This design comes from an exercise in tuning for small area and few clock cycles on the open sky130 flow, not from production work.
The RTL was checked by simulation tests, not by an equivalence proof against the original design.
No activity file was given, so power comes from the tool's default toggle rates.

===== run.sh =====
#!/bin/bash
# synth_recipe.tcl (not shown) runs the flow's synth.tcl, then flattens the netlist and writes it again
# the make line also repeats each setting of config.mk as NAME=value (left out here)
make -C /OpenROAD-flow-scripts/flow DESIGN_CONFIG=/design/flow/config.mk WORK_HOME=/design/flow/orfs CLKGATE_MAP_FILE= SYNTH_SCRIPT=/design/flow/synth_recipe.tcl finish

===== config.mk =====
export PLATFORM = sky130hd
export DESIGN_NAME = montexp_seq
export DESIGN_NICKNAME = montexp_seq
export VERILOG_FILES = /design/flow/design.v
export SDC_FILE = /design/flow/constraint.sdc
export NUM_CORES = 4
export LEC_CHECK = 0
export CAP_MARGIN = 30
export CORE_AREA = 10 10 630 630
export DIE_AREA = 0 0 640 640
export PLACE_DENSITY = 0.6
export SLEW_MARGIN = 40

===== constraint.sdc =====
create_clock -name core_clock -period 5.0 [get_ports {clk}]
set_input_delay 1.0000 -clock core_clock [delete_from_list [all_inputs] [get_ports {clk}]]
set_output_delay 1.0000 -clock core_clock [all_outputs]
set_load 0.01 [all_outputs]

===== design.v =====
package montexp_pkg;
    typedef enum logic [2:0] {
        S_IDLE  = 3'd0,
        S_LOAD  = 3'd1,
        S_ISSUE = 3'd2,
        S_WLO   = 3'd3,
        S_WHI   = 3'd4,
        S_NEXT  = 3'd5,
        S_FIN   = 3'd6
    } state_t;
    typedef enum logic [1:0] {
        OP_SQR  = 2'd0,
        OP_MUL  = 2'd1,
        OP_CONV = 2'd2
    } op_t;
    localparam int DEF_WID      = 256;
    localparam int DEF_EWID     = 256;
    localparam int DEF_ECNTWID  = 8;
    localparam int TEST_WID     = 4;
    localparam int TEST_EWID    = 4;
    localparam int TEST_ECNTWID = 2;
endpackage
module montexp_opmux
#(
    parameter int WID = montexp_pkg::DEF_WID
) (
    input  logic           clk,
    input  logic           rst,
    input  logic           load,
    input  montexp_pkg::op_t op,
    input  logic [WID-1:0] acc,
    input  logic [WID-1:0] xbar,
    output logic [WID-1:0] mm_a,
    output logic [WID-1:0] mm_b
);
    logic [WID-1:0] bsel;
    always_comb begin
        bsel = op == montexp_pkg::OP_MUL ? xbar : acc;
    end
    always_ff @(posedge clk) begin
        if (!rst) begin
            mm_a <= '0;
            mm_b <= '0;
        end else if (load) begin
            mm_a <= acc;
            mm_b <= bsel;
        end
    end
endmodule
module montexp_seq
#(
    parameter int WID     = montexp_pkg::DEF_WID,
    parameter int EWID    = montexp_pkg::DEF_EWID,
    parameter int ECNTWID = montexp_pkg::DEF_ECNTWID
) (
    input  logic            clk,
    input  logic            rst,
    input  logic            start,
    input  logic [WID-1:0]  xbar,
    input  logic [WID-1:0]  onem,
    input  logic [EWID-1:0] e,
    output logic            busy,
    output logic            done,
    output logic [WID-1:0]  result,
    output logic [WID-1:0]  mm_a,
    output logic [WID-1:0]  mm_b,
    output logic            mm_start,
    input  logic            mm_done,
    input  logic [WID-1:0]  mm_r
);
    montexp_pkg::state_t              state;
    montexp_pkg::state_t              nxt;
    montexp_pkg::op_t                 op;
    logic [WID-1:0]      acc;
    logic [EWID-1:0]     er;
    logic [ECNTWID-1:0]  idx;
    logic                issue_go;
    logic                cap;
    logic                to_mul;
    logic                to_sqr;
    logic                to_conv;
    montexp_opmux #(.WID(WID)) u_opmux (
        .clk  (clk),
        .rst  (rst),
        .load (issue_go),
        .op   (op),
        .acc  (acc),
        .xbar (xbar),
        .mm_a (mm_a),
        .mm_b (mm_b)
    );
    always_ff @(posedge clk) begin
        if (!rst)
            state <= montexp_pkg::S_IDLE;
        else
            state <= nxt;
    end
    always_comb begin
        to_mul = op == montexp_pkg::OP_SQR && er[EWID-1];
        to_sqr = !to_mul && idx != '0;
        to_conv = 1'b0;
    end
    always_comb begin
        nxt = state;
        case (state)
            montexp_pkg::S_IDLE:  nxt = start ? montexp_pkg::S_LOAD : montexp_pkg::S_IDLE;
            montexp_pkg::S_LOAD:  nxt = montexp_pkg::S_ISSUE;
            montexp_pkg::S_ISSUE: nxt = mm_done ? montexp_pkg::S_WLO : montexp_pkg::S_ISSUE;
            montexp_pkg::S_WLO:   nxt = mm_done ? montexp_pkg::S_WLO : montexp_pkg::S_WHI;
            montexp_pkg::S_WHI:   nxt = mm_done ? montexp_pkg::S_NEXT : montexp_pkg::S_WHI;
            montexp_pkg::S_NEXT:  nxt = (to_mul || to_sqr || to_conv) ? montexp_pkg::S_ISSUE : montexp_pkg::S_FIN;
            montexp_pkg::S_FIN:   nxt = montexp_pkg::S_IDLE;
            default: nxt = montexp_pkg::S_IDLE;
        endcase
    end
    always_comb begin
        busy     = state != montexp_pkg::S_IDLE;
        issue_go = state == montexp_pkg::S_ISSUE && mm_done;
        cap      = state == montexp_pkg::S_WHI && mm_done;
    end
    always_ff @(posedge clk) begin
        if (!rst) begin
            op       <= montexp_pkg::OP_SQR;
            acc      <= '0;
            er       <= '0;
            idx      <= '0;
            result   <= '0;
            done     <= 1'b0;
            mm_start <= 1'b0;
        end else begin
            mm_start <= issue_go;
            done     <= state == montexp_pkg::S_FIN;
            if (state == montexp_pkg::S_IDLE && start) begin
                er  <= e;
                acc <= onem;
                idx <= ECNTWID'(EWID - 1);
                op  <= montexp_pkg::OP_SQR;
            end
            if (cap)
                acc <= mm_r;
            if (state == montexp_pkg::S_NEXT) begin
                if (to_mul) begin
                    op <= montexp_pkg::OP_MUL;
                end else if (to_sqr) begin
                    idx <= idx - ECNTWID'(1);
                    er  <= er << 1;
                    op  <= montexp_pkg::OP_SQR;
                end else if (to_conv) begin
                    op <= montexp_pkg::OP_CONV;
                end
            end
            if (state == montexp_pkg::S_FIN)
                result <= acc;
        end
    end
endmodule

==> qor.txt, run 1 <==
Status -> timing/DRC/antenna clean
Total global-route track usage -> 19.2%
Mapped cell area -> 52700 um2
Cts hold-fix bufs -> 0
Die H -> 640 um
Vias in the first global route -> 51500
Vias per cell -> 4.23
CTS Sinks -> 1295
CTS Root Cell -> clkbuf_16
DR vias -> 54300
Slew @ Worst Pin -> 840 ps
Post-layout minimum cycle time -> 3270 ps
1st-iter DRT viols -> 5312
Relative slew slack -> 44.0%
Synth top area cells -> dfxtp_1 (49%), nand2_1 (15%), o211a_1 (9.7%)
Period utilisation layout -> 65.4%
Critical Path RT -> 4000 ps
R2R cell count -> 5
Fill cells -> 42200
CTS max path bufs -> 4
Rows -> 227
NumNets Final -> 8589
Pins Over Slew Limit -> 0
Total gr overflow -> 0
Max rail drop VDD -> 0.000253 V
HPWL after DPL -> 343000 um
Layout cells sized above 1 -> 8.63%
Die span in x -> 640 um
TritonCTS clock tree -> yes
Leak -> 32.5 nW
Die footprint -> 410000 um2
Ports -> 1799
PostCTS Resize Cnt -> 0
Kind of critical path -> flip-flop to primary output
Cells after synthesis -> 6040
Core Footprint -> 383000 um2
Post-layout util -> 21.4%
Hold Path Class -> flip-flop to flip-flop
EDFF count, synth -> 0
Fin. Hold Viols -> 0
Skew-Pair Late Insertion Delay -> 880 ps
Register bit total from synthesis -> 1295
Ys Warns -> 2
Area growth from synthesis to layout -> 55.5%
Synth top area share -> 49.2%
Largest net degree at the start of global routing -> 157
Most area-hungry cell type in the Yosys netlist -> dfxtp_1
Routed wire length -> 419000 um
Synth async-reset ratio -> 0%
Worst clock skew -> 39.2 ps
RSZ-0062 raised after global routing -> false
Avg Cell Area, Syn -> 8.72 um2
DR WL/cell -> 32.6 um
Critical Path AT -> 2270 ps
Initial antenna violation count -> 264
MaxCap Viol Count -> 0
Fmax -> 306 MHz
Clk slew on worst S/H paths -> 60 ps
Routability congestion estimate -> 0.949
Postcts setup bufs -> 0
Mapped Nets -> 7070
Footprint of the multi-input gates -> 24100 um2
Seq/Total Area, Yosys -> 49.2%
Netlist cell types -> 47
CP Launch Type -> flip-flop
Main synth FF type -> dfxtp_1
First-pass GRT wire length -> 532000 um
Hold path depth -> 2
I/O Buffers -> 1798
Reg area -> 25900 um2
Post-route DRC -> 0
Maximum fanout along the worst path -> 11
Pwr dens -> 343 nW/um2
CTS buffer count -> 168
# setup viols final -> 0
Critical path endpoint category -> primary output
Initial Utilization -> 13.8%
Routed Antenna Nets -> 0
TNS Setup -> 0 ps
CTS H-tree lvls -> 4
DRT Pass-1 Iters -> 8
==> through the flow <==
step / instances / power (mW) / area [um2] / hold slack [ps] / worst slack (ps)
final: 12800 / 28.1 / 81900 / 452 / 1730
after detailed placement: 12400 / 15.2 / 75700 / 446 / 1230
after global placement: 12400 / 15.2 / 75800 / 440 / 1290
after global routing: 12800 / 29.0 / 81800 / 470 / 1650
after CTS: 12700 / 28.4 / 81500 / 453 / 1640
after floorplan: 6040 / 13.1 / 52700 / 440 / 2740
==> final cells by class <==
cell class	instances	area share, %
repair buffers	1922	23.9
multi-input cells	4169	29.4
inverters	3	0.0229
flip-flops and latches	1295	31.7
well taps	5038	7.70
diodes	122	0.373
clock buffers	239	5.98
clock inverters	56	1.04
==> metal layers <==
layer	wire [um]	global-route usage [%]
met4	21400	9.19
met1	152000	21.2
met2	198000	32.2
met3	45800	7.90
met5	810	0
==> final timing paths <==
| check | start | to | slack (ps) |
|---|---|---|---|
| worst max-delay path | state[2]$_SDFF_PN0_ | busy | 1730 |
| worst min-delay path | u_opmux.mm_a[67]$_SDFFE_PN0P_ | u_opmux.mm_a[67]$_SDFFE_PN0P_ | 450 |
| worst max register to register | state[2]$_SDFF_PN0_ | er[42]$_SDFF_PN0_ | 1990 |
| worst min register to register | u_opmux.mm_a[67]$_SDFFE_PN0P_ | u_opmux.mm_a[67]$_SDFFE_PN0P_ | 450 |
==> sequential cells by signal, summed over array words and instances, names as in the netlist <==
register      cells
u_opmux.mm_b    256
done              1
er              256
mm_start          1
state             3
u_opmux.mm_a    256
acc             256
idx               8
op                2
result          256
==> cell usage after synthesis, types with 2 or more instances <==
cell      count
inv_1         2
nand2_1    2053
a21boi_0    298
o21ai_0       3
o21a_1      256
nor2b_1       3
o31a_1        2
a311oi_1      2
buf_2       145
o211a_1     513
buf_1        20
nand3b_1      2
nand2b_1      2
nor2_1        7
nand4_1       3
buf_6        52
clkbuf_1    349
nand3_1     517
o311a_1       4
dfxtp_1    1295
o221a_2     255
and4_1        2
and3_1        3
a21oi_1     217
and2_1        3
buf_4         6
and3b_1       4
nor3_1        2
ha_1          2
==> critical path: stages (launching register included) <==
cell,delay (ps)
dfxtp_1,630
or3_1,180
clkdlybuf4s50_1,610
==> cells in the final DEF, fill, tap and decap left out, drive strengths merged, types with 217 or more instances in the layout <==
| cell type | n |
|---|---|
| o221a | 255 |
| o21a | 256 |
| clkbuf | 239 |
| a21boi | 298 |
| dfxtp | 1295 |
| nand2 | 2054 |
| a21oi | 217 |
| o211a | 513 |
| clkdlybuf4s50 | 1787 |
| nand3 | 517 |
==> kinds of logic (layout without fill, tap and decap cells) <==
group | Yosys count | in the layout | share of synthesized area, %
adders and majority gates | 2 | 2 | 0.0475
and+or+nand+nor | 2609 | 2609 | 20.0
AOI/OAI and AO/OA | 1557 | 1557 | 25.4
muxes | 1 | 1 | 0.0190
DFF | 1295 | 1295 | 49.2
buffers and inverters | 576 | 2220 | 5.24
other | 0 | 122 | 0
==> power by group <==
group | switching (mW) | internal, mW
Combinational | 1.72 | 1.79
Sequential | 0.640 | 10.9
Clock | 5.33 | 7.72
Total | 7.69 | 20.4
Testbench counts, summed over its fixed seeds: cycles 257,630.
==> run 2, diff against run 1 <==
==> design.v (replaced) <==
package montexp_pkg;
    localparam int DEF_WID      = 256;
    localparam int DEF_EWID     = 256;
    localparam int DEF_ECNTWID  = 8;
    localparam int TEST_WID     = 4;
    localparam int TEST_EWID    = 4;
    localparam int TEST_ECNTWID = 2;
endpackage
module montexp_opmux
#(
    parameter int WID = montexp_pkg::DEF_WID
) (
    input  logic           clk,
    input  logic           s_one,
    input  logic           s_res,
    input  logic           s_acc,
    input  logic           s_x,
    input  logic [WID-1:0] onem,
    input  logic [WID-1:0] mm_r,
    input  logic [WID-1:0] xbar,
    output logic [WID-1:0] mm_a,
    output logic [WID-1:0] mm_b
);
    logic [WID-1:0] acc;
    always_comb begin
        mm_a = ({WID{s_one}} & onem) | ({WID{s_res}} & mm_r) | ({WID{s_acc}} & acc);
        mm_b = s_x ? xbar : mm_a;
    end
    always_ff @(posedge clk)
        acc <= mm_a;
endmodule
module montexp_seq
#(
    parameter int WID     = montexp_pkg::DEF_WID,
    parameter int EWID    = montexp_pkg::DEF_EWID,
    parameter int ECNTWID = montexp_pkg::DEF_ECNTWID
) (
    input  logic            clk,
    input  logic            rst,
    input  logic            start,
    input  logic [WID-1:0]  xbar,
    input  logic [WID-1:0]  onem,
    input  logic [EWID-1:0] e,
    output logic            busy,
    output logic            done,
    output logic [WID-1:0]  result,
    output logic [WID-1:0]  mm_a,
    output logic [WID-1:0]  mm_b,
    output logic            mm_start,
    input  logic            mm_done,
    input  logic [WID-1:0]  mm_r
);
    logic                act;    
    logic                pend;   
    logic                val;    
    logic                mul;    
    logic [ECNTWID-1:0]  idx;    
    logic [EWID-1:0]     er;     
    logic                ebit;
    logic                last;
    logic                ret;
    logic                acpt;
    logic                nmul;
    logic                s_one;
    logic                s_acc;
    logic                s_x;
    always_comb begin
        ebit     = er[EWID-1];
        last     = idx == '0 && (mul || !ebit);
        nmul     = !mul && ebit;
        ret      = pend && mm_done;
        done     = ret && last;
        busy     = act && !done;
        mm_start = act && mm_done && !done;
        acpt     = start && !busy;
        s_one    = act && !pend;
        s_acc    = (pend && !mm_done) || (!act && val);
        s_x      = pend && (mm_done ? nmul : mul);
        result   = mm_a;
    end
    montexp_opmux #(.WID(WID)) u_opmux (
        .clk   (clk),
        .s_one (s_one),
        .s_res (ret),
        .s_acc (s_acc),
        .s_x   (s_x),
        .onem  (onem),
        .mm_r  (mm_r),
        .xbar  (xbar),
        .mm_a  (mm_a),
        .mm_b  (mm_b)
    );
    always_ff @(posedge clk) begin
        if (!rst) begin
            act  <= 1'b0;
            pend <= 1'b0;
            val  <= 1'b0;
        end else begin
            if (done) begin
                act  <= 1'b0;
                pend <= 1'b0;
                val  <= 1'b1;
            end
            if (mm_start)
                pend <= 1'b1;
            if (acpt) begin
                act  <= 1'b1;
                pend <= 1'b0;
            end
        end
    end
    logic e_ld, e_sh, e_hd;
    always_comb begin
        e_ld = acpt;
        e_sh = !acpt && mm_start && pend && !nmul;
        e_hd = !e_ld && !e_sh;
    end
    always_ff @(posedge clk)
        er <= ({EWID{e_ld}} & e) | ({EWID{e_sh}} & {er[EWID-2:0], 1'b0}) | ({EWID{e_hd}} & er);
    always_ff @(posedge clk) begin
        if (acpt) begin
            idx <= ECNTWID'(EWID - 1);
            mul <= 1'b0;
        end else if (mm_start && pend) begin
            mul <= nmul;
            if (!nmul)
                idx <= idx - ECNTWID'(1);
        end
    end
endmodule
==> qor.txt, run 2 <==
Kind of critical path -> flip-flop to primary output
Hold slack -> 471 ps (+18.9 ps)
Mapped cell area -> 25000 um2 (-53%)
Slew @ Worst Pin -> 802 ps (-38.3 ps)
Fin. Hold Viols -> 0 (unchanged)
NumNets Final -> 4924 (-43%)
Layout cells sized above 1 -> 19.8% (+11 points)
Die footprint -> 410000 um2 (unchanged)
EDFF count, synth -> 0 (unchanged)
I/O Buffers -> 1798 (unchanged)
1st-iter DRT viols -> 2905 (-45%)
Post-layout util -> 13.4% (-8.0 points)
Comb pwr share -> 29.4% (+17 points)
Seq/Total Area, Yosys -> 42.0% (-7.3 points)
Synth top cells by count -> dfxtp_1 (524), a221o_1 (511), buf_4 (280)
Post-Place Setup Slack -> 151 ps (-1080 ps)
TritonCTS clock tree -> yes
Routed Antenna Nets -> 0 (unchanged)
Worst clock skew -> 50.0 ps (+10.8 ps)
Routed wire length -> 397000 um (-5.2%)
Clk slew on worst S/H paths -> 60 ps (about the same)
Ports -> 1799 (unchanged)
Cells after synthesis -> 2357 (-61%)
Total gr overflow -> 0 (unchanged)
Critical Path RT -> 4000 ps (about the same)
Cell Count, Final, Fillers Out -> 9099 (-29%)
Worst setup path startpoint -> act$_SDFFE_PN0P_
Power, Total -> 15.2 mW (-46%)
CTS Sinks -> 524 (-60%)
Routability congestion estimate -> 1.06 (+12%)
Setup ws final -> 176 ps (-1560 ps)
Max rail drop VDD -> 0.000252 V (-0.67%)
Maximum fanout along the worst path -> 58 (+47)
Post-layout minimum cycle time -> 4820 ps (+1560 ps)
Total global-route track usage -> 18.3% (-0.94 points)
Internal power -> 10.1 mW (-50%)
Post-route DRC -> 0 (unchanged)
Biggest regs -> er (256), u_opmux.acc (256), idx (8)
CTS Root Cell -> clkbuf_16
Synth async-reset ratio -> 0% (unchanged)
Main synth FF type -> dfxtp_1
Critical path's most frequent cell -> buf_12
Seq pwr share -> 31.7% (-9.3 points)
HPWL after DPL -> 357000 um (+4.1%)
Status -> timing/DRC/antenna clean
CTS H-tree lvls -> 3 (-1)
Vias in the first global route -> 28500 (-45%)
Hold path start -> er[0]$_DFF_P_
Vias per cell -> 3.29 (-22%)
Die span in x -> 640 um (unchanged)
Initial antenna violation count -> 336 (+27%)
Most area-hungry cell type in the Yosys netlist -> dfxtp_1
Avg Cell Area, Syn -> 10.6 um2 (+22%)
# setup viols final -> 0 (unchanged)
CTS buffer count -> 78 (-54%)
Core Footprint -> 383000 um2 (unchanged)
Skew-Pair Late Insertion Delay -> 820 ps (-60 ps)
MaxCap Viol Count -> 0 (unchanged)
Largest net degree at the start of global routing -> 119 (-24%)
Relative slew slack -> 46.5% (+2.6 points)
Fmax -> 207 MHz (-32%)
Leak -> 19.5 nW (-40%)
Crit-path slowest cell -> clkdlybuf4s50_1
RSZ-0062 raised after global routing -> false
Critical Path AT -> 3820 ps (+1550 ps)
Clock power share -> 38.9% (-7.6 points)
Commonest non-fill, non-tap cells in the layout -> clkdlybuf4s50_1 (1574), dfxtp_1 (523), a221o_1 (491), and3_1 (258), mux2_2 (257)
Initial Utilization -> 6.54% (-7.2 points)
Hold Path Class -> flip-flop to flip-flop
Rows -> 227 (unchanged)
Area growth from synthesis to layout -> 105%
CTS max path bufs -> 4 (unchanged)
Ys Warns -> 2 (unchanged)
DR WL/cell -> 43.6 um (+34%)
Pwr dens -> 296 nW/um2 (-14%)
Count leader, synth -> dfxtp_1
Pins Over Slew Limit -> 0 (unchanged)
Delay of the slowest critical-path stage -> 540 ps (-90 ps)
Reg-to-reg startpoint -> idx[0]$_SDFFE_PN1P_
Met1 usage -> 17.8% (-3.3 points)
Post-Place Cell Area -> 48300 um2 (-36%)
Final instance area -> 51300 um2 (-37%)
Critical path endpoint category -> primary output
Mapped Nets -> 3387 (-52%)
Synth top area share -> 42.0% (-7.3 points)
DR vias -> 29900 (-45%)
Met3 Use GR -> 10.7% (+2.8 points)
Netlist cell types -> 38 (-19%)
CP Launch Type -> flip-flop
Synth top area cells -> dfxtp_1 (42%), a221o_1 (20%), mux2_2 (12%)
Period utilisation layout -> 96.5% (+31 points)
Critical-path cell list -> inv_1, nor2_4, buf_12, buf_12, buf_4, a221o_1, mux2_2, clkdlybuf4s50_1
Grt peak-use layer -> met2
Sw Share -> 33.3% (+5.9 points)
TNS Setup -> 0 ps (unchanged)
Most common cell after layout, fill and taps aside -> clkdlybuf4s50_1
Placed cells -> 8846 (-29%)
GRT met2 Usage -> 32.5% (+0.35 points)
Register bit total from synthesis -> 524 (-60%)
First-pass GRT wire length -> 461000 um (-13%)
DRT Pass-1 Iters -> 5 (-3)
Net switching power -> 5.06 mW (-34%)
Die H -> 640 um (unchanged)
-- run 2: routing by layer --
| layer | routed length (um) | share of wire, % |
|---|---|---|
| met5 | 1310 | 0.33 |
| met4 | 14800 | 3.7 |
| met3 | 53900 | 14 |
| met2 | 197000 | 50 |
| met1 | 130000 | 33 |
-- run 2: final timing paths --
path	to	slack, ps	depth (start not counted)
setup reg to reg	er[133]$_DFF_P_	1990	10
hold reg to reg	er[0]$_DFF_P_	470	2
hold / removal	er[0]$_DFF_P_	470	2
setup / recovery	mm_b[26]	180	8
-- run 2: final cells by class --
class	instances	area, um2
Sequential cell	524	10500
Multi-Input combinational cell	1341	11700
Fill cell	43300	331000
Timing Repair Buffer	1941	19900
Clock buffer	104	2220
Inverter	8	30.0
Antenna cell	108	270
Clock inverter	35	405
Tap cell	5038	6300
-- run 2: cell families (layout without fill, tap and decap cells) --
family          count (synthesis)  in the layout  share of synthesized area [%]
flops                         524            524                           42.0
compound gates                531            531                           21.1
mux                           258            258                           11.6
xor+xnor                        1              1                         0.0350
fa+ha+maj                       2              2                          0.100
buf+inv                       492           2088                           11.6
simple gates                  549            549                           13.6
other cells                     0            108                              0
-- run 2: repair_timing --
action,4_1_cts,5_1_grt
setup buffers,5,0
endpoints found under the setup margin,66,0
hold buffers,0,0
resized for setup,16,0
-- run 2: power by group through the flow --
stage / combinational (mW) / sequential (mW) / clock [mW]
finish: 4.47 / 4.81 / 5.91
global route: 4.65 / 4.85 / 6.25
global placement: 4.58 / 4.90 / 0
floorplan: 1.33 / 4.80 / 0
CTS: 4.61 / 4.81 / 6.14
detailed placement: 4.58 / 4.89 / 0
-- run 2: critical path, delay by kind of cell, from the launching register on --
family / cells / cell delay (ps)
DFF: 1 / 430
muxes: 1 / 270
AOI/OAI and AO/OA: 1 / 440
and+or+nand+nor: 1 / 330
buffers and inverters: 5 / 1490
Testbench counts of run 2, summed over its fixed seeds: cycles 202,300.
==> run 3, diff against run 2 <==
==> flow/run.sh (new file) <==
#!/bin/bash
# Own layout flow: the standard flow (standard.sh) with three changes:
#  - synthesis maps logic with an area-oriented ABC script (flow/abc_area.script) in place of
#    ORFS's speed script; every other synthesis step, and the registers it makes, are unchanged;
#  - all pins are placed by flow/pins.tcl: the 256-bit ports bit by bit along the top and bottom edges,
#    before place_pins runs, with the control pins in a gap in the middle of the top edge;
#  - the port buffers placed during global placement are the smallest buffer cell (buf_1).
# Each tool's output goes to a log of its own in this folder.
set -euo pipefail
W=$PWD
rm -rf "$W/scripts_area"
cp -r "$FLOW_HOME/scripts" "$W/scripts_area"
cp "$W/flow/abc_area.script" "$W/scripts_area/abc_speed.script"
SCRIPTS_DIR="$W/scripts_area" bash standard.sh synth > "$W/synth.log" 2>&1
export PRE_IO_PLACEMENT_TCL="$W/flow/pins.tcl"
export BUFFER_PORTS_ARGS="-buffer_cell sky130_fd_sc_hd__buf_1"
bash standard.sh > "$W/layout.log" 2>&1
==> flow/abc_area.script (new file) <==
strash
dch -f
amap
topo
stime -c
==> flow/pins.tcl (new file) <==
# Pin plan: every bit i of the 256-bit ports gets its own column of met2 tracks (as many as the
# die width allows, at least four), bit 0 at the left: inputs xbar/onem/mm_r/e on the top edge,
# outputs mm_a/mm_b/result on the bottom edge, so each bit's logic can sit in a narrow vertical
# slice between its pins. The 7 control pins sit in a gap in the middle of the top edge, two
# tracks apart, between bits 127 and 128. Runs before place_pins (PRE_IO_PLACEMENT_TCL).
set block [ord::get_db_block]
set die [$block getDieArea]
set dbu [$block getDefUnits]
set W [expr {double([$die dx]) / $dbu}]
set H [expr {double([$die dy]) / $dbu}]
set pitch 0.46
set nbits 256
set ctl {clk rst start mm_done busy done mm_start}
set gap [expr {2 * [llength $ctl] + 8}]
set per [expr {max(4, int(($W - 8.0 - $gap * $pitch) / ($nbits * $pitch)))}]
set span [expr {($nbits * $per + $gap) * $pitch}]
# first track index so that the pin row is centred on the die
set t0 [expr {int(floor((($W - $span) / 2.0 - 0.23) / $pitch)) + 1}]
set top {xbar onem mm_r e}
set bot {mm_a mm_b result}
set ytop [expr {$H - 0.245}]
proc track_x {t} { return [expr {0.23 + $t * 0.46}] }
for {set i 0} {$i < $nbits} {incr i} {
  set tb [expr {$t0 + $i * $per + ($i >= $nbits / 2 ? $gap : 0)}]
  for {set k 0} {$k < 4} {incr k} {
    set x [track_x [expr {$tb + $k}]]
    if {$k < [llength $top]} {
      place_pin -pin_name "[lindex $top $k]\[$i\]" -layer met2 -location [list $x $ytop] -pin_size {0.14 0.49}
    }
    if {$k < [llength $bot]} {
      place_pin -pin_name "[lindex $bot $k]\[$i\]" -layer met2 -location [list $x 0.245] -pin_size {0.14 0.49}
    }
  }
}
set tc [expr {$t0 + ($nbits / 2) * $per + 4}]
foreach p $ctl {
  place_pin -pin_name $p -layer met2 -location [list [track_x $tc] $ytop] -pin_size {0.14 0.49}
  incr tc 2
}
==> standard.sh (new file) <==
#!/bin/bash
# synth_recipe.tcl (not shown) runs the flow's synth.tcl, then flattens the netlist and writes it again
# the make line also repeats each setting of config.mk as NAME=value (left out here)
make -C /OpenROAD-flow-scripts/flow DESIGN_CONFIG=/design/flow/config.mk WORK_HOME=/design/flow/orfs CLKGATE_MAP_FILE= SYNTH_SCRIPT=/design/flow/synth_recipe.tcl "${@:-finish}"
==> config.mk (replaced) <==
export PLATFORM = sky130hd
export DESIGN_NAME = montexp_seq
export DESIGN_NICKNAME = montexp_seq
export VERILOG_FILES = /design/flow/design.v
export SDC_FILE = /design/flow/constraint.sdc
export NUM_CORES = 4
export LEC_CHECK = 0
export CAP_MARGIN = 20
export CORE_AREA = 5 5 615 80
export DIE_AREA = 0 0 620 85
export PLACE_DENSITY = 0.7
export SLEW_MARGIN = 20
removed: run.sh
==> qor.txt, run 3 <==
CP Launch Type -> primary input
Post-layout minimum cycle time -> 4140 ps (-680 ps)
Synth top area share -> 47.6% (+5.7 points)
Maximum fanout along the worst path -> 49 (-16%)
Routed wire length -> 109000 um (-72%)
Fin. Hold Viols -> 0 (unchanged)
Initial Utilization -> 49.2% (+43 points)
Main synth FF type -> dfxtp_1
Avg Cell Area, Syn -> 9.28 um2 (-13%)
DR vias -> 27900 (-6.9%)
Sw Share -> 30.9% (-2.4 points)
Kind of critical path -> primary input to primary output
Most area-hungry cell type in the Yosys netlist -> dfxtp_1
Routed Antenna Nets -> 0 (unchanged)
Ys Warns -> 2 (unchanged)
Max rail drop VDD -> 0.000246 V (-2.2%)
Leak -> 10.7 nW (-45%)
Comb pwr share -> 20.2% (-9.2 points)
# setup viols final -> 0 (unchanged)
RSZ-0062 raised after global routing -> false
Clock power share -> 32.2% (-6.7 points)
Mapped Nets -> 3404 (+0.50%)
Clk slew on worst S/H paths -> 90 ps (+30 ps)
1st-iter DRT viols -> 3712 (+28%)
Synth async-reset ratio -> 0% (unchanged)
CTS Sinks -> 524 (unchanged)
Critical path endpoint category -> primary output
Die H -> 85 um (-87%)
Biggest regs -> er (256), u_opmux.acc (256), idx (8)
Synth top area cells -> dfxtp_1 (48%), a222oi_1 (23%), clkinv_1 (8.9%)
Postcts setup bufs -> 0 (-5)
Layout cells sized above 1 -> 3.01% (-17 points)
Skew-Pair Late Insertion Delay -> 590 ps (-230 ps)
CTS max path bufs -> 3 (-1)
First-pass GRT wire length -> 152000 um (-67%)
Register bit total from synthesis -> 524 (unchanged)
Commonest non-fill, non-tap cells in the layout -> buf_1 (1798), dfxtp_1 (524), clkinv_1 (518), a222oi_1 (511), nor2_1 (258)
Cells after synthesis -> 2374 (+0.72%)
MaxCap Viol Count -> 0 (unchanged)
Post-layout util -> 66.7% (+53 points)
R2R Setup Slk -> 1620 ps (-370 ps)
Critical Path AT -> 3140 ps (-680 ps)
Pwr dens -> 341 nW/um2 (+15%)
Rows -> 27 (-88%)
Post-route DRC -> 0 (unchanged)
Fill cells -> 4282 (-90%)
Netlist cell types -> 19 (-50%)
Die span in x -> 620 um (-3.1%)
Synth top cells by count -> dfxtp_1 (524), clkinv_1 (522), a222oi_1 (511)
Post-Place Setup Slack -> 888 ps (+737 ps)
Cts hold-fix bufs -> 0 (unchanged)
EDFF count, synth -> 0 (unchanged)
Area growth from synthesis to layout -> 35.6%
Vias per cell -> 5.82 (+77%)
CTS H-tree lvls -> 2 (-1)
Hold Path Class -> flip-flop to flip-flop
Relative slew slack -> 32.0% (-15 points)
Initial antenna violation count -> 62 (-82%)
CTS buffer count -> 35 (-55%)
Pins Over Slew Limit -> 0 (unchanged)
Core Footprint -> 44800 um2 (-88%)
Worst clock skew -> 17.6 ps (-32.4 ps)
Internal power -> 7.04 mW (-30%)
DRT Pass-1 Iters -> 13 (+8)
Critical Path RT -> 4000 ps (about the same)
PostCTS Resize Cnt -> 0 (-16)
Slew @ Worst Pin -> 1020 ps (+218 ps)
NumNets Final -> 5030 (+2.2%)
Footprint of the multi-input gates -> 7770 um2 (-34%)
Fmax -> 241 MHz (+16%)
Mapped cell area -> 22000 um2 (-12%)
Total global-route track usage -> 37.7% (+19 points)
Setup ws final -> 856 ps (+680 ps)
Count leader, synth -> dfxtp_1
Total gr overflow -> 0 (unchanged)
Seq/Total Area, Yosys -> 47.6% (+5.7 points)
TritonCTS clock tree -> yes
DR WL/cell -> 22.8 um (-48%)
HPWL after DPL -> 84900 um (-76%)
Seq pwr share -> 47.6% (+16 points)
Routability congestion estimate -> 0.945 (-11%)
Ports -> 0 (-100%)
Status -> timing/DRC/antenna clean
I/O Buffers -> 1798 (unchanged)
CTS Root Cell -> clkbuf_16
Reg area -> 10500 um2 (about the same)
Largest net degree at the start of global routing -> 150 (+26%)
Die footprint -> 52700 um2 (-87%)
Net switching power -> 3.16 mW (-38%)
Most common cell after layout, fill and taps aside -> buf_1
Period utilisation layout -> 82.9% (-14 points)
Vias in the first global route -> 27300 (-4.3%)
[run 3: changes by cell type in the layout (fill, tap and decap cells not counted), moves of 226 or more]
cell,previous run,this run
a221o_1,491,0
buf_4,256,30
and3_1,258,0
a21oi_1,5,256
clkdlybuf4s50_1,1574,0
buf_1,0,1798
nor2_1,5,258
and2_1,248,0
a222oi_1,0,511
clkinv_1,0,518
mux2_2,257,0
[run 3: metal layers]
metal / vias to the layer above / share of wire [%] / GRT usage (%)
li1: 12200 / - / -
met5: - / 0 / 0
met1: 13300 / 25 / 26.9
met2: 1544 / 59 / 78.8
met4: 0 / 13 / 45.9
met3: 813 / 4.0 / 5.85
[run 3: cell families after synthesis]
kind of cell	synth area share, %
and+or+nand+nor	5.08
buffers and inverters	17.6
AOI/OAI and AO/OA	29.6
DFF	47.6
adders and majority gates	0.114
[run 3: layout make-up]
cell class	instances	area share, %
Antenna cell	121	1.01
Timing Repair Buffer	1845	24.5
Clock inverter	15	0.482
Tap cell	638	2.67
Inverter	522	6.76
Multi-Input combinational cell	1072	26.0
Sequential cell	524	35.1
Clock buffer	47	3.46
[run 3: path summary, 6_finish.rpt]
kind              cells after the start             end                 from
setup / recovery                      9     result[187]              mm_done
hold / removal                        2  er[19]$_DFF_P_       er[18]$_DFF_P_
setup reg to reg                     10  er[28]$_DFF_P_  idx[3]$_SDFFE_PN1P_
hold reg to reg                       2  er[19]$_DFF_P_       er[18]$_DFF_P_
[run 3: critical path: stages]
cell and delay [ps]:
buf_1 230, clkinv_1 170, nand2_1 170, o21ai_4 110, buf_12 180, buf_4 320, a222oi_1 510, clkinv_1 220
buf_1 170
[run 3: stage by stage]
| step | cells | TNS (ps) | hold WS, ps | area, um2 | power (mW) |
|---|---|---|---|---|---|
| 4_1_cts | 4663 | 0 | 462 | 29600 | 10.2 |
| 5_1_grt | 4725 | 0 | 476 | 29700 | 10.7 |
| 6_report | 4784 | 0 | 459 | 29900 | 10.2 |
| 3_5_place_dp | 4601 | 0 | 444 | 28400 | 6.99 |
| 2_1_floorplan | 2374 | -247910 | 431 | 22200 | 6.24 |
| 3_3_place_gp | 4601 | 0 | 436 | 28400 | 6.94 |
[run 3: power groups by stage]
stage          combinational (mW)  sequential, mW  clock [mW]
6_report                     2.06            4.85        3.28
3_5_place_dp                 2.05            4.94           0
2_1_floorplan                1.37            4.87           0
4_1_cts                      2.06            4.84        3.30
3_3_place_gp                 2.01            4.92           0
5_1_grt                      2.24            4.89        3.52
==> run 4, diff against run 3 <==
--- a/config.mk
+++ b/config.mk
@@ -8,4 +8,6 @@
 export CAP_MARGIN = 20
 export CORE_AREA = 5 5 615 80
+export CTS_CLUSTER_DIAMETER = 50
+export CTS_CLUSTER_SIZE = 25
 export DIE_AREA = 0 0 620 85
 export PLACE_DENSITY = 0.7
==> qor.txt, run 4 <==
Biggest regs -> er (256), u_opmux.acc (256), idx (8)
Main synth FF type -> dfxtp_1
Count leader, synth -> dfxtp_1
Mapped Nets -> 3404 (unchanged)
Layout cells sized above 1 -> 2.18% (-0.83 points)
Cells after synthesis -> 2374 (unchanged)
Worst setup path startpoint -> mm_done
Reg-to-reg startpoint -> idx[3]$_SDFFE_PN1P_
NumNets Final -> 5019 (-0.22%)
DR vias -> 27700 (-0.48%)
Hold path start -> er[80]$_DFF_P_
Initial antenna violation count -> 67 (+8.1%)
Pwr dens -> 316 nW/um2 (-7.5%)
Total gr overflow -> 0 (unchanged)
Most common cell after layout, fill and taps aside -> buf_1
Setup ws final -> 870 ps (+13.7 ps)
Mapped cell area -> 22000 um2 (unchanged)
Maximum fanout along the worst path -> 49 (unchanged)
Clk slew on worst S/H paths -> 110 ps (+20 ps)
I/O Buffers -> 1798 (unchanged)
Total global-route track usage -> 37.3% (-0.43 points)
Relative slew slack -> 32.0% (+0.065 points)
RSZ-0062 raised after global routing -> false
Post-route DRC -> 0 (unchanged)
DRT Pass-1 Iters -> 13 (unchanged)
Crit path buf inv count -> 6 (unchanged)
Fmax -> 242 MHz (+0.33%)
Cts hold-fix bufs -> 0 (unchanged)
CTS H-tree lvls -> 1 (-1)
Most area-hungry cell type in the Yosys netlist -> dfxtp_1
Area growth from synthesis to layout -> 33.0%
Clock power share -> 25.3% (-6.9 points)
Commonest non-fill, non-tap cells in the layout -> buf_1 (1798), dfxtp_1 (524), clkinv_1 (518), a222oi_1 (511), nor2_1 (258)
Vias per cell -> 5.84 (+0.36%)
Max rail drop VDD -> 0.000284 V (+15%)
Internal power -> 6.36 mW (-9.6%)
Kind of critical path -> primary input to primary output
Core Footprint -> 44800 um2 (unchanged)
Fill cells -> 4354 (+1.7%)
Synth async-reset ratio -> 0% (unchanged)
Postcts setup bufs -> 0 (unchanged)
Slew @ Worst Pin -> 1020 ps (-0.977 ps)
EDFF count, synth -> 0 (unchanged)
TritonCTS clock tree -> yes
CTS max path bufs -> 3 (unchanged)
Met1 usage -> 26.9% (+0.032 points)
PostCTS Resize Cnt -> 0 (unchanged)
GRT met2 Usage -> 78.4% (-0.42 points)
Worst clock skew -> 35.8 ps (+18.2 ps)
Post-layout util -> 65.5% (-1.2 points)
Register bit total from synthesis -> 524 (unchanged)
Critical Path AT -> 3130 ps (about the same)
Avg Cell Area, Syn -> 9.28 um2 (unchanged)
Vias in the first global route -> 27000 (-1.2%)
Pins Over Slew Limit -> 0 (unchanged)
Netlist cell types -> 19 (unchanged)
Routed Antenna Nets -> 0 (unchanged)
Rows -> 27 (unchanged)
Fin. Hold Viols -> 0 (unchanged)
Grt peak-use layer -> met2
Met3 Use GR -> 4.70% (-1.1 points)
Seq/Total Area, Yosys -> 47.6% (unchanged)
Post-layout minimum cycle time -> 4130 ps (-13.7 ps)
Hold Path Class -> flip-flop to flip-flop
Period utilisation layout -> 82.6% (-0.27 points)
Net switching power -> 2.89 mW (-8.3%)
Synth top area cells -> dfxtp_1 (48%), a222oi_1 (23%), clkinv_1 (8.9%)
Routed wire length -> 109000 um (-0.62%)
Post-Place Setup Slack -> 888 ps (unchanged)
Critical Path RT -> 4000 ps (about the same)
DR WL/cell -> 22.9 um (+0.22%)
1st-iter DRT viols -> 3734 (+0.59%)
Skew-Pair Late Insertion Delay -> 630 ps (+40 ps)
Crit-path slowest cell -> a222oi_1
CP Launch Type -> primary input
# setup viols final -> 0 (unchanged)
Status -> timing/DRC/antenna clean
Ys Warns -> 2 (unchanged)
Die H -> 85 um (unchanged)
Largest net degree at the start of global routing -> 150 (unchanged)
Die span in x -> 620 um (unchanged)
CTS Sinks -> 524 (unchanged)
Synth top cells by count -> dfxtp_1 (524), clkinv_1 (522), a222oi_1 (511)
Initial Utilization -> 49.2% (unchanged)
Routability congestion estimate -> 0.945 (unchanged)
MaxCap Viol Count -> 0 (unchanged)
Critical path endpoint category -> primary output
Leak -> 10.4 nW (-2.5%)
Crit path max-delay family -> buffers and inverters
Seq pwr share -> 52.4% (+4.8 points)
Comb pwr share -> 22.3% (+2.1 points)
CTS Root Cell -> clkbuf_16
Critical-path cell list -> buf_1, clkinv_1, nand2_1, o21ai_4, buf_12, buf_4, a222oi_1, clkinv_1, buf_1
Die footprint -> 52700 um2 (unchanged)
Synth top area share -> 47.6% (unchanged)
HPWL after DPL -> 84900 um (unchanged)
CTS buffer count -> 24 (-31%)
Sw Share -> 31.3% (+0.32 points)
Ports -> 0 (unchanged)
First-pass GRT wire length -> 150000 um (-0.92%)
Delay of the slowest critical-path stage -> 500 ps (about the same)
==> run 4: changes by cell type in the layout (fill, tap and decap cells not counted), sizes merged <==
cell      change
clkbuf       -21
clkinvlp      -3
clkinv       -10
bufinv        -2
diode         -4
==> run 4: final timing paths <==
check	to	cells after the start	slack (ps)
max	mm_a[204]	9	870
min	er[81]$_DFF_P_	2	460
max reg2reg	er[26]$_DFF_P_	10	1640
min reg2reg	er[81]$_DFF_P_	2	460
==> run 4: power by group through the flow <==
stage          clock network (mW)  logic (mW)  registers (mW)
3_5_place_dp                    0        2.05            4.94
2_1_floorplan                   0        1.37            4.87
4_1_cts                      2.35        2.05            4.84
5_1_grt                      2.56        2.24            4.89
6_report                     2.34        2.06            4.85
3_3_place_gp                    0        2.01            4.92
==> run 4: logic make-up after synthesis <==
family | after synthesis | share of synthesized area (%)
buffers and inverters | 778 | 17.6
adders and majority gates | 2 | 0.114
and+or+nand+nor | 286 | 5.08
AOI/OAI and AO/OA | 784 | 29.6
DFF | 524 | 47.6
==> run 4: worst reg2reg max path: cells and delay by family, from the launching register on <==
| family | cells | cell delay, ps |
|---|---|---|
| AND/OR/NAND/NOR | 5 | 1400 |
| flip-flops | 1 | 350 |
| buffers and inverters | 4 | 960 |
| AO/OA/AOI/OAI | 1 | 560 |
==> run 4: layout make-up <==
| type | instances | area [um2] | area share, % |
|---|---|---|---|
| Sequential cell | 524 | 10500 | 35.8 |
| Multi-Input combinational cell | 1072 | 7770 | 26.5 |
| Timing Repair Buffer | 1845 | 7310 | 25.0 |
| Inverter | 522 | 2020 | 6.89 |
| Tap cell | 638 | 798 | 2.72 |
| Clock buffer | 26 | 629 | 2.15 |
| Antenna cell | 117 | 293 | 0.999 |
==> run 4: per-layer routing <==
layer | part of all wire (%) | vias to the layer above | wire length, um
li1 | - | 12100 | -
met1 | 25 | 13300 | 27100
met2 | 59 | 1475 | 64200
met3 | 3.4 | 778 | 3650
met4 | 13 | 0 | 13600
met5 | 0 | - | 0
==> run 4: metrics by stage <==
stage          total power [mW]  setup TNS, ps  hold WS [ps]  cell area (um2)  std cells
2_1_floorplan              6.24        -247910           431            22200       2374
4_1_cts                    9.25              0           461            29000       4627
5_1_grt                    9.69              0           489            29200       4694
3_3_place_gp               6.94              0           436            28400       4601
6_report                   9.26              0           461            29300       4744
3_5_place_dp               6.99              0           444            28400       4601
==> run 5, diff against run 4 <==
--- a/config.mk
+++ b/config.mk
@@ -7,8 +7,8 @@
 export LEC_CHECK = 0
 export CAP_MARGIN = 20
-export CORE_AREA = 5 5 615 80
+export CORE_AREA = 5 5 615 71
 export CTS_CLUSTER_DIAMETER = 50
 export CTS_CLUSTER_SIZE = 25
-export DIE_AREA = 0 0 620 85
-export PLACE_DENSITY = 0.7
+export DIE_AREA = 0 0 620 76
+export PLACE_DENSITY = 0.75
 export SLEW_MARGIN = 20
==> qor.txt, run 5 <==
Post-layout minimum cycle time -> 4130 ps (+2.89 ps)
Placed cells -> 4536 (-1.4%)
Post-layout util -> 73.1% (+7.6 points)
PostCTS Resize Cnt -> 0 (unchanged)
Most area-hungry cell type in the Yosys netlist -> dfxtp_1
Total gr overflow -> 0 (unchanged)
Cells after synthesis -> 2374 (unchanged)
Initial Utilization -> 55.4% (+6.2 points)
DR vias -> 27300 (-1.4%)
Pins Over Slew Limit -> 0 (unchanged)
Routability congestion estimate -> 0.945 (about the same)
Critical path endpoint category -> primary output
Maximum fanout along the worst path -> 125 (+160%)
Cts hold-fix bufs -> 0 (unchanged)
Fill cells -> 3495 (-20%)
CP Launch Type -> primary input
Setup ws final -> 867 ps (-2.89 ps)
Status -> timing/DRC/antenna clean
DR WL/cell -> 22.2 um (-2.8%)
CTS Sinks -> 524 (unchanged)
Kind of critical path -> primary input to primary output
MaxCap Viol Count -> 0 (unchanged)
Die span in x -> 620 um (unchanged)
DRT Pass-1 Iters -> 14 (+1)
Power, Total -> 9.23 mW (-0.32%)
NumNets Final -> 5020 (+0.020%)
RSZ-0062 raised after global routing -> false
Fmax -> 242 MHz (about the same)
Synth top area share -> 47.6% (unchanged)
Most common cell after layout, fill and taps aside -> buf_1
Routed Antenna Nets -> 0 (unchanged)
Synth async-reset ratio -> 0% (unchanged)
Period utilisation layout -> 82.7% (about the same)
Crit path max-delay family -> buffers and inverters
Post-Place Setup Slack -> 1000 ps (+115 ps)
Core Footprint -> 39800 um2 (-11%)
Die H -> 76 um (-11%)
Pwr dens -> 318 nW/um2 (+0.51%)
Vias in the first global route -> 25600 (-5.0%)
Biggest regs -> er (256), u_opmux.acc (256), idx (8)
Initial antenna violation count -> 65 (-3.0%)
Hold Path Class -> flip-flop to flip-flop
Main synth FF type -> dfxtp_1
CTS buffer count -> 24 (unchanged)
CTS max path bufs -> 3 (unchanged)
Count leader, synth -> dfxtp_1
Rows -> 24 (-11%)
Critical Path AT -> 3130 ps (about the same)
Worst clock skew -> 19.9 ps (-15.9 ps)
Relative slew slack -> 44.6% (+13 points)
Seq/Total Area, Yosys -> 47.6% (unchanged)
CTS Root Cell -> clkbuf_16
Ports -> 0 (unchanged)
TritonCTS clock tree -> yes
Crit-path slowest cell -> a222oi_1
Critical Path RT -> 4000 ps (about the same)
Fin. Hold Viols -> 0 (unchanged)
Commonest non-fill, non-tap cells in the layout -> buf_1 (1798), dfxtp_1 (524), clkinv_1 (518), a222oi_1 (511), nor2_1 (258)
Leak -> 10.4 nW (-0.26%)
I/O Buffers -> 1798 (unchanged)
1st-iter DRT viols -> 3881 (+3.9%)
Post-route DRC -> 0 (unchanged)
CTS H-tree lvls -> 1 (unchanged)
Avg Cell Area, Syn -> 9.28 um2 (unchanged)
Clk slew on worst S/H paths -> 110 ps (about the same)
EDFF count, synth -> 0 (unchanged)
Largest net degree at the start of global routing -> 140 (-6.7%)
Crit path buf inv count -> 5 (-1)
First-pass GRT wire length -> 143000 um (-4.8%)
Cell Count, Final, Fillers Out -> 4642 (-2.2%)
# setup viols final -> 0 (unchanged)
Die footprint -> 47100 um2 (-11%)
Skew-Pair Late Insertion Delay -> 620 ps (about the same)
Postcts setup bufs -> 0 (unchanged)
HPWL after DPL -> 80700 um (-4.9%)
Mapped Nets -> 3404 (unchanged)
Routed wire length -> 103000 um (-4.9%)
Vias per cell -> 5.89 (+0.76%)
Ys Warns -> 2 (unchanged)
Max rail drop VDD -> 0.000250 V (-12%)
Hold slack -> 461 ps (+0.844 ps)
Mapped cell area -> 22000 um2 (unchanged)
Synth top cells by count -> dfxtp_1 (524), clkinv_1 (522), a222oi_1 (511)
Netlist cell types -> 19 (unchanged)
Total global-route track usage -> 39.4% (+2.1 points)
Delay of the slowest critical-path stage -> 640 ps (+140 ps)
TNS Setup -> 0 ps (unchanged)
Critical-path cell list -> buf_1, clkinv_1, nand2_1, o21ai_4, buf_12, a222oi_1, clkinv_1, buf_1
Post-Place Cell Area -> 28200 um2 (-0.53%)
Final instance area -> 29100 um2 (-0.83%)
Synth top area cells -> dfxtp_1 (48%), a222oi_1 (23%), clkinv_1 (8.9%)
Area growth from synthesis to layout -> 31.9%
Register bit total from synthesis -> 524 (unchanged)
Slew @ Worst Pin -> 832 ps (-188 ps)
Layout cells sized above 1 -> 2.21% (+0.025 points)
[run 5: cell counts after synthesis]
Identical to the previous run, type by type.
[run 5: tightest hold or removal path: cells and delay by family (launching register included)]
kind                   cells  cell delay, ps
flip-flops                 1             340
AO/OA/AOI/OAI              1              70
buffers and inverters      1              40
[run 5: final timing paths]
| kind | start | cells past startpoint | slack [ps] | end |
|---|---|---|---|---|
| max reg2reg | idx[3]$_SDFFE_PN1P_ | 11 | 1500 | er[238]$_DFF_P_ |
| min | er[17]$_DFF_P_ | 2 | 460 | er[18]$_DFF_P_ |
| min reg2reg | er[17]$_DFF_P_ | 2 | 460 | er[18]$_DFF_P_ |
| max | mm_done | 8 | 870 | mm_a[14] |
[run 5: cells by family after synthesis]
family / share of synthesized area [%]
compound gates: 29.6
fa+ha+maj: 0.114
simple gates: 5.08
buf+inv: 17.6
flops: 47.6
[run 5: layer usage]
layer | share of wire [%] | up-vias | track usage (%)
li1 | - | 12100 | -
met1 | 27 | 12900 | 31.4
met2 | 55 | 1521 | 76.4
met3 | 4.0 | 787 | 5.67
met4 | 14 | 0 | 50.1
met5 | 0 | - | 0
[run 5: power breakdown]
group | internal [mW] | switching (mW) | leakage (nW) | total [mW]
sequential | 4.64 | 0.215 | 4.36 | 4.85
clock | 0.903 | 1.44 | 0.310 | 2.34
combinational | 0.823 | 1.21 | 5.72 | 2.04
total | 6.37 | 2.86 | 10.4 | 9.23
[run 5: final cells by class]
type / count / area, um2 / share of cell area (%)
sequential: 524 / 10500 / 36.1
multi-input combinational: 1072 / 7770 / 26.7
timing repair buffer: 1846 / 7250 / 24.9
inverter: 522 / 2020 / 6.94
tap: 572 / 716 / 2.46
clock buffer: 26 / 629 / 2.17
antenna: 80 / 200 / 0.689

## static timing again, ports no longer ideal
No port has a modelled driver above. Below, the same layouts with a new extraction and two added sets of constraints.
Step 1 assumes that a clkbuf_16 drives the clock port and a buf_2 every other input.
Step 2 times the ports against the registers' clock, not the clock port: input delays grow and output delays shrink by t, the midpoint of the rising clock arrivals with the driver on.
Three values: ideal ports, drivers, drivers and shift; two values: the first two.
run | t (ns) | slack for setup (ns) | hold slack, ns
run 1 | 0.947 | 1.732 / 1.638 / 0.888 | 0.452 / 0.452 / 0.452
run 2 | 0.869 | 0.176 / 0.092 / 0.322 | 0.471 / 0.471 / 0.471
run 3 | 0.617 | 0.856 / 0.817 / 0.817 | 0.459 / 0.459 / 0.459
run 4 | 0.638 | 0.870 / 0.833 / 0.833 | 0.461 / 0.461 / 0.461
run 5 | 0.637 | 0.867 / 0.831 / 0.831 | 0.461 / 0.461 / 0.461
After both steps every run listed still meets setup and hold. For run 1, which loses most, drivers alone change the setup slack by -0.094 ns; drivers and shift together by -0.844 ns.
